This is an optimization exercise on Yosys and OpenROAD, whose aim is small area, not a production implementation.
Function was checked by simulation only, so behaviour that the tests miss may differ from the original.
Power is estimated from default activity; no workload was simulated.

Design la_top, start of the top module:
module la_top #(
  parameter int SMPL_WIDTH = 16,
  parameter int TX_WIDTH   = 8,
  parameter int DEPTH_LOG2 = 8
) (
  input  logic                  clk_i,
  input  logic                  rst_in,
  input  logic                  cmd_req_i,
  input  logic [17:0]           cmd_i,      
  output logic                  cmd_ack_o,
  input  logic                  smpl_stb_i,
  input  logic [SMPL_WIDTH-1:0] smpl_i,
  output logic                  tx_req_o,
  input  logic                  tx_ack_i,
  output logic [TX_WIDTH-1:0]   tx_o,
  output logic                  busy_o
);
clock: 10.0 ns
lec_check: 0
cap_margin: 0
core_margin: 2
core_utilization: 65
cts_buf_list: sky130_fd_sc_hd__clkbuf_8
cts_cluster_diameter: 60
cts_cluster_size: 20
place_density: 0.75
slew_margin: 0
standard.sh (not shown) runs the stock make flow with config.mk's settings and CLKGATE_MAP_FILE= SYNTH_SCRIPT=/design/flow/synth_recipe.tcl, a recipe that flattens the netlist after the stock synthesis.
==> flow/flow/run.sh <==
#!/bin/bash
set -euo pipefail
export CTS_ARGS="-sink_clustering_enable -repair_clock_nets -sink_clustering_size 20 -sink_clustering_max_diameter 60 -buf_list sky130_fd_sc_hd__clkbuf_8 -dont_use_dummy_load"
export BUFFER_PORTS_ARGS="-buffer_cell sky130_fd_sc_hd__buf_1"
bash standard.sh > standard.log 2>&1
==> next run, changes <==
==> flow/run.sh (new file) <==
#!/bin/bash
# synth_recipe.tcl (not shown) runs the flow's synth.tcl, then flattens the netlist and writes it again
# the make line also repeats each setting of config.mk as NAME=value (left out here)
make -C /OpenROAD-flow-scripts/flow DESIGN_CONFIG=/design/flow/config.mk WORK_HOME=/design/flow/orfs CLKGATE_MAP_FILE= SYNTH_SCRIPT=/design/flow/synth_recipe.tcl finish
--- a/flow/config.mk
+++ b/flow/config.mk
@@ -6,5 +6,5 @@
 export NUM_CORES = 4
 export LEC_CHECK = 0
-export CAP_MARGIN = 0
+export CAP_MARGIN = 20
 export CORE_MARGIN = 2
 export CORE_UTILIZATION = 65
@@ -13,3 +13,3 @@
 export CTS_CLUSTER_SIZE = 20
 export PLACE_DENSITY = 0.75
-export SLEW_MARGIN = 0
+export SLEW_MARGIN = 20
removed: flow/flow/run.sh
removed: flow/standard.sh
After rerunning: Non-clock buffer count grows by 2. Final area grows by about 0.7%. Routed wire length grows by 0.45%. Flip-flop and latch count stays the same. Fmax shrinks by about 9%.
==> next run, changes <==
==> flow/flow/run.sh (new file) <==
#!/bin/bash
set -euo pipefail
export CTS_ARGS="-sink_clustering_enable -repair_clock_nets -sink_clustering_size 20 -sink_clustering_max_diameter 60 -buf_list sky130_fd_sc_hd__clkbuf_8 -dont_use_dummy_load"
export BUFFER_PORTS_ARGS="-buffer_cell sky130_fd_sc_hd__buf_1"
bash standard.sh > standard.log 2>&1
==> flow/standard.sh (new file) <==
#!/bin/bash
# synth_recipe.tcl (not shown) runs the flow's synth.tcl, then flattens the netlist and writes it again
# the make line also repeats each setting of config.mk as NAME=value (left out here)
make -C /OpenROAD-flow-scripts/flow DESIGN_CONFIG=/design/flow/config.mk WORK_HOME=/design/flow/orfs CLKGATE_MAP_FILE= SYNTH_SCRIPT=/design/flow/synth_recipe.tcl "${@:-finish}"
removed: flow/run.sh
Final area fell by about 0.56%.
Worst hold slack got worse by 5.9 ps.
Area after synthesis stays the same.
Flip-flop and latch count is unchanged.
Power fell by 0.76%.
Utilization drops by 0.39 points.
Via count barely changes.
Global-route usage barely changes.
Worst setup slack improved by 420 ps.
First-iteration DRC count grows by about 2.3%.
==> next run, changes <==
==> flow/run.sh (new file) <==
#!/bin/bash
# synth_recipe.tcl (not shown) runs the flow's synth.tcl, then flattens the netlist and writes it again
# the make line also repeats each setting of config.mk as NAME=value (left out here)
make -C /OpenROAD-flow-scripts/flow DESIGN_CONFIG=/design/flow/config.mk WORK_HOME=/design/flow/orfs CLKGATE_MAP_FILE= SYNTH_SCRIPT=/design/flow/synth_recipe.tcl finish
==> flow/config.mk (replaced) <==
export PLATFORM = sky130hd
export DESIGN_NAME = la_top
export DESIGN_NICKNAME = la_top
export VERILOG_FILES = /design/flow/design.v
export SDC_FILE = /design/flow/constraint.sdc
export NUM_CORES = 4
export LEC_CHECK = 0
export CAP_MARGIN = 20
export CORE_MARGIN = 2
export CORE_UTILIZATION = 40
export CTS_BUF_LIST = sky130_fd_sc_hd__clkbuf_16
export CTS_CLUSTER_DIAMETER = 80
export CTS_CLUSTER_SIZE = 30
export SLEW_MARGIN = 20
removed: flow/flow/run.sh
removed: flow/standard.sh
What happened: Die area rises by 62%. Routed wire length falls by 7.4%. Setup slack loses 37 ps. Final area rises by 3.0%. Core utilization falls by 25 points. Total power rises by 4.1%. Maximum frequency falls by 0.86%. Non-clock buffer count falls by 8. Sequential power is about the same. Synthesized cell count is unchanged.


## build 14
The RTL this note starts from:
==> flow/design.v <==
`default_nettype none
`timescale 1ns/10ps
package la_pkg;
  localparam int CNT_WIDTH = 8;
  typedef enum logic [1:0] {
    OP_NOP     = 2'd0,   
    OP_SET_CNT = 2'd1,   
    OP_RUN     = 2'd2    
  } la_op_e;
  typedef struct packed {
    la_op_e                 op;        
    logic [CNT_WIDTH-1:0]   dly_cnt;   
    logic [CNT_WIDTH-1:0]   rd_cnt;    
  } la_cmd_t;
endpackage
`default_nettype wire
`default_nettype none
`timescale 1ns/10ps
module la_cmd_decoder (
  input  logic            clk_i,
  input  logic            rst_in,      
  input  logic            cmd_req_i,   
  input  la_pkg::la_cmd_t cmd_i,       
  output logic            cmd_ack_o,
  output logic            set_cnt_o,   
  output logic            run_o        
);
  logic new_cmd;
  assign new_cmd   = cmd_req_i && !cmd_ack_o;
  assign set_cnt_o = new_cmd && (cmd_i.op == la_pkg::OP_SET_CNT);
  always_ff @(posedge clk_i) begin
    if (!rst_in) begin
      cmd_ack_o <= 1'b0;
      run_o     <= 1'b0;
    end else begin
      run_o <= new_cmd && (cmd_i.op == la_pkg::OP_RUN);
      if (new_cmd) begin
        cmd_ack_o <= 1'b1;
      end else if (!cmd_req_i) begin
        cmd_ack_o <= 1'b0;   
      end
    end
  end
endmodule
`default_nettype wire
`default_nettype none
`timescale 1ns/10ps
module la_sample_buf #(
  parameter int SMPL_WIDTH = 16,
  parameter int TX_WIDTH   = 8,
  parameter int DEPTH_LOG2 = 8,
  parameter int PORT_LOG2  = 3
) (
  input  logic                         clk_i,
  input  logic                         rst_in,
  input  logic                         push_i,     
  input  logic [SMPL_WIDTH-1:0]        d_i,
  output logic                         empty_o,    
  input  logic [la_pkg::CNT_WIDTH-1:0] idx_i,      
  input  logic                         read_i,     
  input  logic                         lsb_i,      
  output logic                         hit_o,      
  output logic [TX_WIDTH-1:0]          q_o
);
  localparam int DEPTH = 2 ** DEPTH_LOG2 - 1;
  localparam int NDLY  = 2 ** PORT_LOG2;
  logic [DEPTH-1:0][SMPL_WIDTH-1:0] ring;
  logic [NDLY-2:0][SMPL_WIDTH-1:0]  dly;        
  logic [NDLY-2:0]                  pend;       
  logic [DEPTH_LOG2-1:0]            ptr;
  logic [SMPL_WIDTH-1:0]            wdata;
  logic [NDLY-2:0]                  take;       
  logic                             wr;
  logic                             busy;
  logic [SMPL_WIDTH-1:0]            tap;
  assign empty_o = (pend == '0);
  assign busy    = !empty_o || push_i;
  assign wr      = busy && (ptr[PORT_LOG2-1:0] == '0);
  assign hit_o   = read_i && (ptr == ~idx_i);
  assign tap     = ring[DEPTH-1];
  always_comb begin
    logic older;   
    older = 1'b0;
    for (int k = NDLY - 2; k >= 0; k--) begin
      take[k] = pend[k] && !older;
      older   = older || pend[k];
    end
    wdata = empty_o ? d_i : '0;
    for (int k = 0; k < NDLY - 1; k++) begin
      wdata = wdata | (dly[k] & {SMPL_WIDTH{take[k]}});
    end
  end
  always_ff @(posedge clk_i) begin
    if (!rst_in) begin
      pend <= '0;
      ptr  <= '0;
    end else begin
      pend <= {pend[NDLY-3:0] & ~(take[NDLY-3:0] & {(NDLY-2){wr}}),
               push_i && !(wr && empty_o)};
      if (!wr) begin
        ptr <= (ptr == DEPTH_LOG2'(DEPTH - 1)) ? '0 : ptr + 1'b1;
      end
    end
  end
  always_ff @(posedge clk_i) begin
    dly <= {dly[NDLY-3:0], d_i};
  end
  always_ff @(posedge clk_i) begin
    for (int i = 0; i < DEPTH; i++) begin
      if (i % NDLY == 0 && wr && ptr[DEPTH_LOG2-1:PORT_LOG2] == (DEPTH_LOG2-PORT_LOG2)'(i / NDLY)) begin
        ring[i] <= wdata;
      end else begin
        ring[i] <= ring[(i + DEPTH - 1) % DEPTH];
      end
    end
  end
  always_ff @(posedge clk_i) begin
    if (hit_o) begin
      q_o <= lsb_i ? tap[TX_WIDTH-1:0] : tap[SMPL_WIDTH-1 -: TX_WIDTH];
    end
  end
endmodule
`default_nettype wire
`default_nettype none
`timescale 1ns/10ps
module la_ctrl (
  input  logic                         clk_i,
  input  logic                         rst_in,
  input  logic                         set_cnt_i,   
  input  la_pkg::la_cmd_t              cmd_i,
  input  logic                         run_i,       
  input  logic                         stb_i,       
  input  logic                         empty_i,     
  input  logic                         hit_i,       
  input  logic                         tx_ack_i,
  output logic                         push_o,
  output logic [la_pkg::CNT_WIDTH-1:0] idx_o,       
  output logic                         read_o,
  output logic                         tx_req_o,
  output logic                         lsb_o,       
  output logic                         busy_o
);
  typedef enum logic [1:0] {
    IDLE,
    TRIG,      
    FETCH,     
    XFER       
  } state_e;
  state_e state;
  logic [la_pkg::CNT_WIDTH-1:0] cnt;
  logic [la_pkg::CNT_WIDTH-1:0] dly_cnt;
  logic [la_pkg::CNT_WIDTH-1:0] rd_cnt;
  logic                         cnt_zero;
  assign cnt_zero = (cnt == '0);
  assign idx_o    = cnt;
  assign busy_o   = (state != IDLE);
  assign push_o   = stb_i && ((state == IDLE) || (state == TRIG && !cnt_zero));
  assign read_o   = (state == FETCH) && !cnt_zero;   
  always_ff @(posedge clk_i) begin
    if (!rst_in) begin
      state    <= IDLE;
      cnt      <= '0;
      tx_req_o <= 1'b0;
      lsb_o    <= 1'b0;
    end else begin
      case (state)
        IDLE: begin
          if (run_i) begin
            state <= TRIG;
            cnt   <= dly_cnt;
          end
        end
        TRIG: begin
          if (cnt_zero) begin
            if (empty_i) begin
              state <= FETCH;
              cnt   <= rd_cnt;
            end
          end else if (stb_i) begin
            cnt <= cnt - 1'b1;
          end
        end
        FETCH: begin
          if (cnt_zero) begin
            state <= IDLE;
          end else if (hit_i) begin
            if (lsb_o) begin
              cnt <= cnt - 1'b1;
            end
            tx_req_o <= 1'b1;
            state    <= XFER;
          end
        end
        XFER: begin
          if (tx_req_o) begin
            if (tx_ack_i) begin
              tx_req_o <= 1'b0;
            end
          end else if (!tx_ack_i) begin
            lsb_o <= !lsb_o;
            state <= FETCH;
          end
        end
        default: state <= IDLE;
      endcase
    end
  end
  always_ff @(posedge clk_i) begin
    if (!rst_in) begin
      dly_cnt <= la_pkg::CNT_WIDTH'(1);
      rd_cnt  <= la_pkg::CNT_WIDTH'(1);
    end else if (set_cnt_i) begin
      dly_cnt <= cmd_i.dly_cnt;
      rd_cnt  <= cmd_i.rd_cnt;
    end
  end
endmodule
`default_nettype wire
`default_nettype none
`timescale 1ns/10ps
module la_tx_serializer #(
  parameter int TX_WIDTH = 8
) (
  input  logic [TX_WIDTH-1:0] d_i,
  output logic [TX_WIDTH-1:0] tx_o
);
  assign tx_o = d_i;
endmodule
`default_nettype wire
`default_nettype none
`timescale 1ns/10ps
module la_top #(
  parameter int SMPL_WIDTH = 16,
  parameter int TX_WIDTH   = 8,
  parameter int DEPTH_LOG2 = 8
) (
  input  logic                  clk_i,
  input  logic                  rst_in,
  input  logic                  cmd_req_i,
  input  logic [17:0]           cmd_i,      
  output logic                  cmd_ack_o,
  input  logic                  smpl_stb_i,
  input  logic [SMPL_WIDTH-1:0] smpl_i,
  output logic                  tx_req_o,
  input  logic                  tx_ack_i,
  output logic [TX_WIDTH-1:0]   tx_o,
  output logic                  busy_o
);
  logic                         set_cnt;
  logic                         run;
  logic                         push;
  logic                         empty;
  logic [la_pkg::CNT_WIDTH-1:0] idx;
  logic                         read;
  logic                         hit;
  logic [TX_WIDTH-1:0]          buf_q;     
  logic                         lsb;
  la_cmd_decoder la_cmd_decoder_i (
    .clk_i     (clk_i),
    .rst_in    (rst_in),
    .cmd_req_i (cmd_req_i),
    .cmd_i     (cmd_i),
    .cmd_ack_o (cmd_ack_o),
    .set_cnt_o (set_cnt),
    .run_o     (run)
  );
  la_ctrl la_ctrl_i (
    .clk_i     (clk_i),
    .rst_in    (rst_in),
    .set_cnt_i (set_cnt),
    .cmd_i     (cmd_i),       
    .run_i     (run),
    .stb_i     (smpl_stb_i),
    .empty_i   (empty),
    .hit_i     (hit),
    .tx_ack_i  (tx_ack_i),
    .push_o    (push),
    .idx_o     (idx),
    .read_o    (read),
    .tx_req_o  (tx_req_o),
    .lsb_o     (lsb),
    .busy_o    (busy_o)
  );
  la_sample_buf #(
    .SMPL_WIDTH (SMPL_WIDTH),
    .TX_WIDTH   (TX_WIDTH),
    .DEPTH_LOG2 (DEPTH_LOG2)
  ) la_sample_buf_i (
    .clk_i    (clk_i),
    .rst_in   (rst_in),
    .push_i   (push),
    .d_i      (smpl_i),
    .empty_o  (empty),
    .idx_i    (idx),
    .read_i   (read),
    .lsb_i    (lsb),
    .hit_o    (hit),
    .q_o      (buf_q)
  );
  la_tx_serializer #(
    .TX_WIDTH (TX_WIDTH)
  ) la_tx_serializer_i (
    .d_i  (buf_q),
    .tx_o (tx_o)
  );
endmodule
`default_nettype wire
clock: 10.0 ns
lec_check: 0
cap_margin: 0
core_margin: 2
core_utilization: 65
cts_buf_list: sky130_fd_sc_hd__clkbuf_8
cts_cluster_diameter: 60
cts_cluster_size: 20
place_density: 0.75
slew_margin: 0
run.sh (not shown) runs the stock make flow with config.mk's settings and CLKGATE_MAP_FILE= SYNTH_SCRIPT=/design/flow/synth_recipe.tcl, a recipe that flattens the netlist after the stock synthesis.
Stock flow here: none of the scripts above is used.
The inputs of build 29 differ from those of build 14 as listed below.
==> flow/flow/run.sh (new file) <==
#!/bin/bash
set -euo pipefail
export CTS_ARGS="-sink_clustering_enable -repair_clock_nets -sink_clustering_size 20 -sink_clustering_max_diameter 60 -buf_list sky130_fd_sc_hd__clkbuf_8 -dont_use_dummy_load"
export BUFFER_PORTS_ARGS="-buffer_cell sky130_fd_sc_hd__buf_1"
bash standard.sh > standard.log 2>&1
==> flow/standard.sh (new file) <==
#!/bin/bash
# synth_recipe.tcl (not shown) runs the flow's synth.tcl, then flattens the netlist and writes it again
# the make line also repeats each setting of config.mk as NAME=value (left out here)
make -C /OpenROAD-flow-scripts/flow DESIGN_CONFIG=/design/flow/config.mk WORK_HOME=/design/flow/orfs CLKGATE_MAP_FILE= SYNTH_SCRIPT=/design/flow/synth_recipe.tcl "${@:-finish}"
removed: flow/run.sh
Findings:
Build 14 was larger in final cell area than build 29.
Build 29 vs build 14 — first-pass GRT wire length dropped about 0.4%.
Build 29 vs. build 14: number of global-route vias before repair closely matched the old numbers; growth of design area from synthesis to finish decreased by 0.54 points relative to the old numbers; total power draw decreased by about 0.7% relative to the old numbers; wire length decreased by about 1% relative to the old numbers.
[compare] base=build 14 new=build 29: end-of-flow core utilization decreased by 0.36 points relative to the old numbers, combinational share of power closely matched the old numbers.
Input-level comparison between build 34 and build 29:
==> flow/flow/run.sh <==
#!/bin/bash
set -euo pipefail
export CTS_ARGS="-sink_clustering_enable -repair_clock_nets -sink_clustering_size 20 -sink_clustering_max_diameter 60 -buf_list {sky130_fd_sc_hd__clkbuf_4 sky130_fd_sc_hd__clkbuf_8} -dont_use_dummy_load"
export BUFFER_PORTS_ARGS="-buffer_cell sky130_fd_sc_hd__buf_1"
bash standard.sh > standard.log 2>&1
Via count essentially unchanged between build 29 and build 34.
Build 34 and build 29 ended up with nearly the same wire length on met1.
In terms of synthesized area, build 34 and build 29 differ only marginally.
Looking at build 34 and build 29, the combinational group share of total power is a wash.

-- separate check: timing with driven ports --
The results above use ideal ports. As a check the final layouts listed here were re-extracted and re-timed, cells and wires unchanged.
Step 1: set_driving_cell puts a clkbuf_16 on clk_i and a buf_2 on each other input, an assumption about the parent block.
Step 2 adds t to the input delays and takes it off the output delays; t is the mean of the earliest and latest rising clock arrival at the registers after step 1. Input paths then give back, and output paths get back, about the clock's delay inside the block.
a / b / c = ideal / step 1 / step 2; a / b = the first two.
run	t, ns	slack for setup (ns)	worst setup path after step 2
the first run of note 1	1.003	5.683 / 5.612 / 5.400	input to register
the second run of note 1	1.011	5.262 / 5.192 / 4.990	input to register
the third run of note 1	1.017	5.686 / 5.615 / 5.311	input to register
the fourth run of note 1	0.895	5.648 / 5.564 / 4.976	input to register
build 14	1.035	5.486 / 5.408 / 5.382	input to register
build 29	0.996	5.902 / 5.824 / 5.755	input to register
build 34	0.996	5.902 / 5.824 / 5.755	input to register
After both steps every run listed still meets setup and hold. The setup slack of the fourth run of note 1, which loses most, moves by -0.084 ns with the drivers and by -0.672 ns with both steps.
